Background: an optimization exercise with open tools, aiming at small area, a short achievable clock period and few clock cycles per item. Do not read the settings as production practice. RTL that was checked went through simulation tests only; none was proved equivalent to the original.

Design differential_temp_fan_stepper_core, start of the top module:
module differential_temp_fan_stepper_core
(
    input  wire logic        clk,
    input  wire logic        rst_n,
    input  wire logic        sensor_valid,
    output logic             sensor_ready,
    input  wire logic [15:0] sensor_sample_a,
    input  wire logic [15:0] sensor_sample_b,
    output logic             status_valid,
    input  wire logic        status_ready,
    output logic [2:0]       status_fan_level,
    output logic             status_level_changed,
    output logic             status_compared,
    output logic [14:0]      status_average_difference,
    output logic             status_relay_low_cap,
    output logic             status_relay_high_cap,
    output logic             status_main_relay,
    input  wire logic        cfg_valid,
    output logic             cfg_ready,
    input  wire logic [3:0]  cfg_index,
    input  wire logic [15:0] cfg_data
);
export LEC_CHECK = 0
export ABC_AREA = 1
export CAP_MARGIN = 20
export CORE_MARGIN = 2
export CORE_UTILIZATION = 40
export CTS_CLUSTER_DIAMETER = 120
export CTS_CLUSTER_SIZE = 22
export PLACE_DENSITY = 0.7
export SETUP_SLACK_MARGIN = 5
export SLEW_MARGIN = 20
export SYNTH_HIERARCHICAL = 1
create_clock -name core_clock -period 8.0 [get_ports {clk}]
standard.sh (not shown) runs the stock make flow with config.mk's settings and CLKGATE_MAP_FILE= SYNTH_SCRIPT=/design/flow/synth_recipe.tcl, a recipe that flattens the netlist after the stock synthesis.
==> flow/flow/run.sh <==
#!/bin/bash
# Layout flow: the standard flow (standard.sh, synthesis to finish),
# unchanged except that buffer_ports builds the input and output port
# buffers from sky130_fd_sc_hd__buf_2 rather than the cell it picks itself.
# standard.sh's full output is kept in standard.log in this folder.
set -e
export BUFFER_PORTS_ARGS="-buffer_cell sky130_fd_sc_hd__buf_2"
bash standard.sh > standard.log 2>&1
Testbench counts at the start, summed over its fixed seeds: cycles 16,040, items 16,000.
==> next run, changes <==
- PLACE_DENSITY: 0.7 -> not set
Clock-buffer cell count does not change.
Fmax barely changes.
First-iteration DRC count goes up by 17%.
Cell area is about the same.
Setup slack improves by 0.0069 ns.
Via count goes up by 2.1%.

---

differential_temp_fan_stepper_core, a different RTL version from the one above (not shown whole).
For scale: ~2,000 cells after synthesis, about 380 flip-flops, roughly 83 I/O pins, about 0.022 mm2 of cells after synthesis.
==> flow/design.v (excerpt) <==
module differential_temp_fan_stepper_core
(
    input  wire logic        clk,
    input  wire logic        rst_n,
    input  wire logic        sensor_valid,
    output logic             sensor_ready,
    input  wire logic [15:0] sensor_sample_a,
    input  wire logic [15:0] sensor_sample_b,
    output logic             status_valid,
    input  wire logic        status_ready,
    output logic [2:0]       status_fan_level,
    output logic             status_level_changed,
    output logic             status_compared,
    output logic [14:0]      status_average_difference,
    output logic             status_relay_low_cap,
    output logic             status_relay_high_cap,
    output logic             status_main_relay,
    input  wire logic        cfg_valid,
    output logic             cfg_ready,
    input  wire logic [3:0]  cfg_index,
    input  wire logic [15:0] cfg_data
);
clock: 8.0 ns
lec_check: 0
abc_clock_period_in_ps: 2500
cap_margin: 20
core_margin: 2
core_utilization: 40
setup_slack_margin: 5
slew_margin: 20
run.sh (not shown) runs the stock make flow with config.mk's settings and CLKGATE_MAP_FILE= SYNTH_SCRIPT=/design/flow/synth_recipe.tcl, a recipe that flattens the netlist after the stock synthesis.
Stock flow here: none of the scripts above is used.
Testbench counts at the start, summed over its fixed seeds: cycles 16,032, items 16,000.
Change:
--- a/flow/config.mk
+++ b/flow/config.mk
@@ -7,3 +7,2 @@
 export LEC_CHECK = 0
-export ABC_CLOCK_PERIOD_IN_PS = 2500
 export CAP_MARGIN = 20
@@ -11,3 +10,2 @@
 export CORE_UTILIZATION = 40
-export SETUP_SLACK_MARGIN = 5
 export SLEW_MARGIN = 20
What happened: The new run finished clean; clock skew came out higher by 0.010 ns; via count came out lower by 8.1%; global-route usage came out lower by 2.4 points; first-iteration DRC count came out lower by 8.6%; maximum frequency came out lower by 18%; final area came out lower by 14%; register-to-register slack loses 1.0 ns.

---

== v6 ==
Another version of the RTL of differential_temp_fan_stepper_core (not shown whole).
Size: roughly 2600 cells after synthesis, roughly 370 flip-flops, ~83 I/O pins, roughly 22000 sq um of cells after synthesis.
// differential_temp_fan_stepper_core
module differential_temp_fan_stepper_core
(
    input  wire logic        clk,
    input  wire logic        rst_n,
    input  wire logic        sensor_valid,
    output logic             sensor_ready,
    input  wire logic [15:0] sensor_sample_a,
    input  wire logic [15:0] sensor_sample_b,
    output logic             status_valid,
    input  wire logic        status_ready,
    output logic [2:0]       status_fan_level,
    output logic             status_level_changed,
    output logic             status_compared,
    output logic [14:0]      status_average_difference,
    output logic             status_relay_low_cap,
    output logic             status_relay_high_cap,
    output logic             status_main_relay,
    input  wire logic        cfg_valid,
    output logic             cfg_ready,
    input  wire logic [3:0]  cfg_index,
    input  wire logic [15:0] cfg_data
);
clock: 8.0 ns
lec_check: 0
abc_area: 1
cap_margin: 20
core_margin: 2
core_utilization: 40
cts_cluster_diameter: 120
cts_cluster_size: 22
setup_slack_margin: 5
slew_margin: 20
synth_hierarchical: 1
v6 finished every stage and its layout cleared the timing, design-rule and antenna checks.
Input changes introduced in v7 (baseline for comparison: v6):
Settings: SYNTH_HIERARCHICAL removed (was 1).
Results
Looking at type of the worst setup path, the reg -> reg result is from v6; the in -> reg one comes from v7. A capture point of the worst path of u_datapath.new_reg[1]$_DFFE_PP_ is what v7 shows, while q_reg[4]$_DFFE_PN_ belongs to v6.
Function was not checked in any run of this note: the RTL went through the layout flow alone.

---

differential_temp_fan_stepper_core, a different RTL version from the one above (not shown whole).
Size: about 2400 cells after synthesis, about 400 flip-flops, about 83 I/O pins, roughly 22000 sq um of cells after synthesis.
Settings: LEC_CHECK=0, ABC_AREA=1, CAP_MARGIN=20, CORE_MARGIN=2, CORE_UTILIZATION=40, CTS_CLUSTER_DIAMETER=100, CTS_CLUSTER_SIZE=18, SETUP_SLACK_MARGIN=5, SLEW_MARGIN=20, SYNTH_HIERARCHICAL=1; clock period 8.0 ns.
standard.sh (not shown) runs the stock make flow with config.mk's settings and CLKGATE_MAP_FILE= SYNTH_SCRIPT=/design/flow/synth_recipe.tcl, a recipe that flattens the netlist after the stock synthesis.
Scripts as last shown in full above: flow/flow/run.sh
The first run passed the timing, design-rule and antenna checks.
Testbench counts at the start, summed over its fixed seeds: cycles 16,040, items 16,000.
Change:
- CTS_CLUSTER_DIAMETER: 100 -> 120
- CTS_CLUSTER_SIZE: 18 -> 22
- SYNTH_HIERARCHICAL: 1 -> unset
Sequential share of layout area rises by 1.4 points.
Setup slack is worse by 0.13 ns.
Wire length falls by 11%.

---

== build 72 ==
differential_temp_fan_stepper_core, a different RTL version from the one above (not shown whole).
Size in the first run: about 400 flip-flops, roughly 83 I/O pins, roughly 0.021 mm2 of cells after synthesis.
clock: 8.0 ns
lec_check: 0
abc_area: 1
cap_margin: 20
core_margin: 2
core_utilization: 40
cts_cluster_diameter: 120
cts_cluster_size: 22
setup_slack_margin: 4.5
slew_margin: 20
run.sh (not shown) runs the stock make flow with config.mk's settings and CLKGATE_MAP_FILE= SYNTH_SCRIPT=/design/flow/synth_recipe.tcl, a recipe that flattens the netlist after the stock synthesis.
Stock flow here: none of the scripts above is used.
Testbench counts of build 72, summed over its fixed seeds: cycles 16,040, items 16,000.
#### Input delta (build 94 over build 72)
- SETUP_SLACK_MARGIN: 4.5 -> 4
- ABC_AREA: 1 -> unset
- CTS_CLUSTER_SIZE: 22 -> unset
- SYNTH_HIERARCHICAL: unset -> 1
- CTS_CLUSTER_DIAMETER: 120 -> unset
## What came out
- Build 94: all stages complete, timing, DRC and antenna checks passed
- | sequential share of layout area | build 94 vs build 72 | 6.5 points lower |
- [compare] base=build 72 new=build 94: area of combinational cells with multiple inputs increased about 30%, area inside the core boundary increased 0.0052 mm2, synthesized net count decreased 4.5%.
- | worst hold slack | build 94 vs build 72 | ≈ equal |
- Compared with build 72, build 94 shows a share of layout cells above drive strength 1 that is 7.8 points higher.
## Diff of input files: build 8 against build 94
- setting ABC_AREA to 1 for the first time
- setting CTS_CLUSTER_SIZE to 22 for the first time
- setting CTS_CLUSTER_DIAMETER to 120 for the first time
--- outcome ---
- Build 8 — arrival time reported for the critical path endpoint 0.27 ns lower, build 94 as reference
- Slack of the worst reg-to-reg path: build 8 better than build 94
- A main combinational cell family by area after synthesis of compound AO/OA/AOI/OAI gates is what build 94 shows, while simple AND/OR/NAND/NOR gates belongs to build 8.
- [compare] base=build 94 new=build 8: pin count of the biggest net entering global routing went up 102; routability congestion estimate from global placement went up about 2.6%.
- Of the two values seen for timing startpoint of the critical path, sensor_sample_b[15] was produced by build 8 and sensor_sample_b[11] by build 94.
Here is what was changed in the inputs of build 42 compared with build 8.
- clearing ABC_AREA, which used to be 1
- Build 8 ended with every stage complete and zero timing, DRC or antenna violations.
- Build 42 completed; timing, DRC and antenna clean
- Final cell area: build 42 above build 8
- Remaining max-slew budget at the tightest pin delta for build 42 relative to build 8: 2.2 points higher
- Looking only at sequential share of layout area, and setting everything else aside, the lower value of build 42 and build 8 goes to build 42.
- Re met3 wirelength from detailed routing: build 8 was lower than build 42.
- Core utilization ends up higher on build 42.
- Of build 42 and build 8, build 42 shows the lower synthesized netlist cell count, with build 8 above it.
- Of the two values seen for last element of the critical path, u_datapath.new_reg[0] was produced by build 42 and u_datapath.new_reg[18] by build 8.
- Build 42 vs. build 8: global-route usage higher; fraction of the mapped netlist area in adder cells roughly the same.

---

job 8390:
RTL: one of the versions met above, not the one the previous note started from.
Size: about 2600 cells after synthesis, ~400 flip-flops.
export LEC_CHECK = 0
export ABC_AREA = 1
export CAP_MARGIN = 20
export CORE_MARGIN = 2
export CORE_UTILIZATION = 55
export CTS_CLUSTER_DIAMETER = 120
export CTS_CLUSTER_SIZE = 22
export SETUP_SLACK_MARGIN = 5
export SLEW_MARGIN = 20
export SYNTH_HIERARCHICAL = 1
create_clock -name core_clock -period 8.0 [get_ports {clk}]
standard.sh (not shown) runs the stock make flow with config.mk's settings and CLKGATE_MAP_FILE= SYNTH_SCRIPT=/design/flow/synth_recipe.tcl, a recipe that flattens the netlist after the stock synthesis.
Scripts as last shown in full above: flow/flow/run.sh
Testbench counts of job 8390, summed over its fixed seeds: cycles 16,040, items 16,000.
Relative to job 8390, the following input files were edited for job 948:
Settings: a change of CORE_UTILIZATION from 55 to 40.
==> flow/run.sh (new file) <==
#!/bin/bash
# synth_recipe.tcl (not shown) runs the flow's synth.tcl, then flattens the netlist and writes it again
# the make line also repeats each setting of config.mk as NAME=value (left out here)
make -C /OpenROAD-flow-scripts/flow DESIGN_CONFIG=/design/flow/config.mk WORK_HOME=/design/flow/orfs CLKGATE_MAP_FILE= SYNTH_SCRIPT=/design/flow/synth_recipe.tcl finish
removed: flow/flow/run.sh
removed: flow/standard.sh
Findings:
Between job 948 and job 8390, it is job 948 whose sequential cell area share is lower, by 1.5 points. Sort job 8390 and job 948 by post-place instance area, descending, and job 948 comes first.
diff inputs: job 948 => job 9321
Settings: CORE_UTILIZATION changed from 40 to 55.
==> comparison <==
Job 9321 gives less number of buffer and inverter stages on the critical path than job 948 did.
Diff job 948 -> job 9321: die width shrank by about 14%; area added between synthesis and finish shrank by 1.6 points.
Going from job 948 to job 9321, the post-route met1 wirelength was found to have gone down by 3.5%.
Going from job 948 to job 9321, wire length shrank slightly.
Against job 948, job 9321 comes in 0.37 points lower on period utilization.
Startpoint of the most critical setup path: status_ready -> job 9321, sensor_sample_a[0] -> job 948
Row count of clock-buffer cells in the layout: job 9321 lower / job 948 higher

---

Starting RTL as in the previous note.
clock: 8.0 ns
lec_check: 0
abc_area: 1
cap_margin: 20
core_margin: 2
core_utilization: 40
cts_buf_list: sky130_fd_sc_hd__clkbuf_8
cts_cluster_diameter: 100
cts_cluster_size: 16
setup_slack_margin: 5
slew_margin: 20
synth_hierarchical: 1
run.sh (not shown) runs the stock make flow with config.mk's settings and CLKGATE_MAP_FILE= SYNTH_SCRIPT=/design/flow/synth_recipe.tcl, a recipe that flattens the netlist after the stock synthesis.
Stock flow here: none of the scripts above is used.
The starting point passed the timing, design-rule and antenna checks.
Testbench counts at the start, summed over its fixed seeds: cycles 16,040, items 16,000.
Next try:
ABC_AREA = default   (was 1)
CTS_BUF_LIST = default   (was sky130_fd_sc_hd__clkbuf_8)
CTS_CLUSTER_DIAMETER = default   (was 100)
CTS_CLUSTER_SIZE = default   (was 16)
SETUP_SLACK_MARGIN = 4   (was 5)
What happened: Clock skew came out lower by 0.023 ns. Clock-buffer cell count came out higher by 25. Cell count drops by about 13%. Via count fell by 1.2%. Synthesized area went up by about 4.6%. Wire length climbs by about 6.5%. First-iteration DRC count grows by about 0.7%. Setup slack got worse by 0.96 ns. Final area came out higher by 7.5%.

---

differential_temp_fan_stepper_core, a different RTL version from the one above (not shown whole).
make LEC_CHECK=0 CAP_MARGIN=20 CORE_MARGIN=2 CORE_UTILIZATION=40 SETUP_SLACK_MARGIN=3 SLEW_MARGIN=20 finish   # period 8.0 ns
Testbench counts at the start, summed over its fixed seeds: cycles 16,032, items 16,000.
==> next run, changes <==
SETUP_SLACK_MARGIN = 4   (was 3)
- The new run went through all stages and came out clean
- worst hold slack gains 0.010 ns
- synthesized area stays the same
- non-clock buffer count goes up by 107
- worst setup slack improved by 0.42 ns
- via count is higher by 3.3%

## afterwards: timing with drivers on the ports
The flow's constraints put no driver on any port. The routed layouts listed below were extracted and timed again, unchanged, in two steps. Step 1 assumes that a clkbuf_16 drives the clock port and a buf_2 every other input. Step 2 adds t to the input delays and takes it off the output delays; t is the mean of the earliest and latest rising clock arrival at the registers after step 1. Input paths then give back, and output paths get back, about the clock's delay inside the block. Three values: no drivers, after step 1, after step 2; two values: the first two.
| run | shift t [ns] | setup WS [ns] | worst hold slack (ns) | worst slew at a driven data input, ns |
|---|---|---|---|---|
| the first run of note 1 | 0.603 | 5.159 / 5.185 / 4.582 | 0.409 / 0.409 / 0.409 | 0.08 |
| the second run of note 1 | 0.601 | 5.166 / 5.175 / 4.597 | 0.413 / 0.413 / 0.413 | 0.04 |
| the first run of note 2 | 0.611 | 3.484 / 3.484 / 3.484 | 0.413 / 0.413 / 0.413 | 0.09 |
| the second run of note 2 | 0.617 | 2.482 / 2.482 / 2.080 | 0.408 / 0.408 / 0.408 | 0.07 |
| v6 | 0.607 | 4.932 / 4.932 / 4.497 | 0.413 / 0.413 / 0.413 | 0.04 |
| v7 | 0.603 | 4.728 / 4.730 / 4.127 | 0.400 / 0.400 / 0.400 | 0.08 |
| the first run of note 4 | 0.623 | 5.112 / 5.140 / 4.517 | 0.403 / 0.403 / 0.403 | 0.04 |
| the second run of note 4 | 0.609 | 4.985 / 4.972 / 4.362 | 0.416 / 0.416 / 0.416 | 0.15 |
| build 72 | 0.595 | 4.546 / 4.573 / 3.978 | 0.409 / 0.409 / 0.409 | 0.04 |
| build 94 | 0.641 | 4.096 / 4.126 / 3.485 | 0.410 / 0.410 / 0.410 | 0.06 |
| build 8 | 0.595 | 4.329 / 4.358 / 3.764 | 0.416 / 0.416 / 0.416 | 0.05 |
| build 42 | 0.615 | 4.098 / 4.119 / 3.514 | 0.418 / 0.418 / 0.418 | 0.06 |
| job 8390 | 0.604 | 5.166 / 5.178 / 4.597 | 0.410 / 0.410 / 0.410 | 0.05 |
| job 948 | 0.600 | 5.078 / 5.078 / 4.512 | 0.410 / 0.410 / 0.410 | 0.05 |
| job 9321 | 0.607 | 5.107 / 5.056 / 4.530 | 0.415 / 0.415 / 0.415 | 0.05 |
| the first run of note 7 | 0.688 | 4.980 / 5.002 / 4.314 | 0.420 / 0.420 / 0.420 | 0.05 |
| the second run of note 7 | 0.621 | 4.024 / 4.024 / 3.679 | 0.408 / 0.408 / 0.408 | 0.10 |
| the first run of note 8 | 0.611 | 3.223 / 3.223 / 3.223 | 0.403 / 0.403 / 0.403 | 0.05 |
| the second run of note 8 | 0.616 | 3.641 / 3.641 / 3.605 | 0.414 / 0.414 / 0.414 | 0.04 |
After both steps every run listed still meets setup and hold. For the first run of note 7, which loses most, drivers alone change the setup slack by +0.022 ns; drivers and shift together by -0.666 ns.
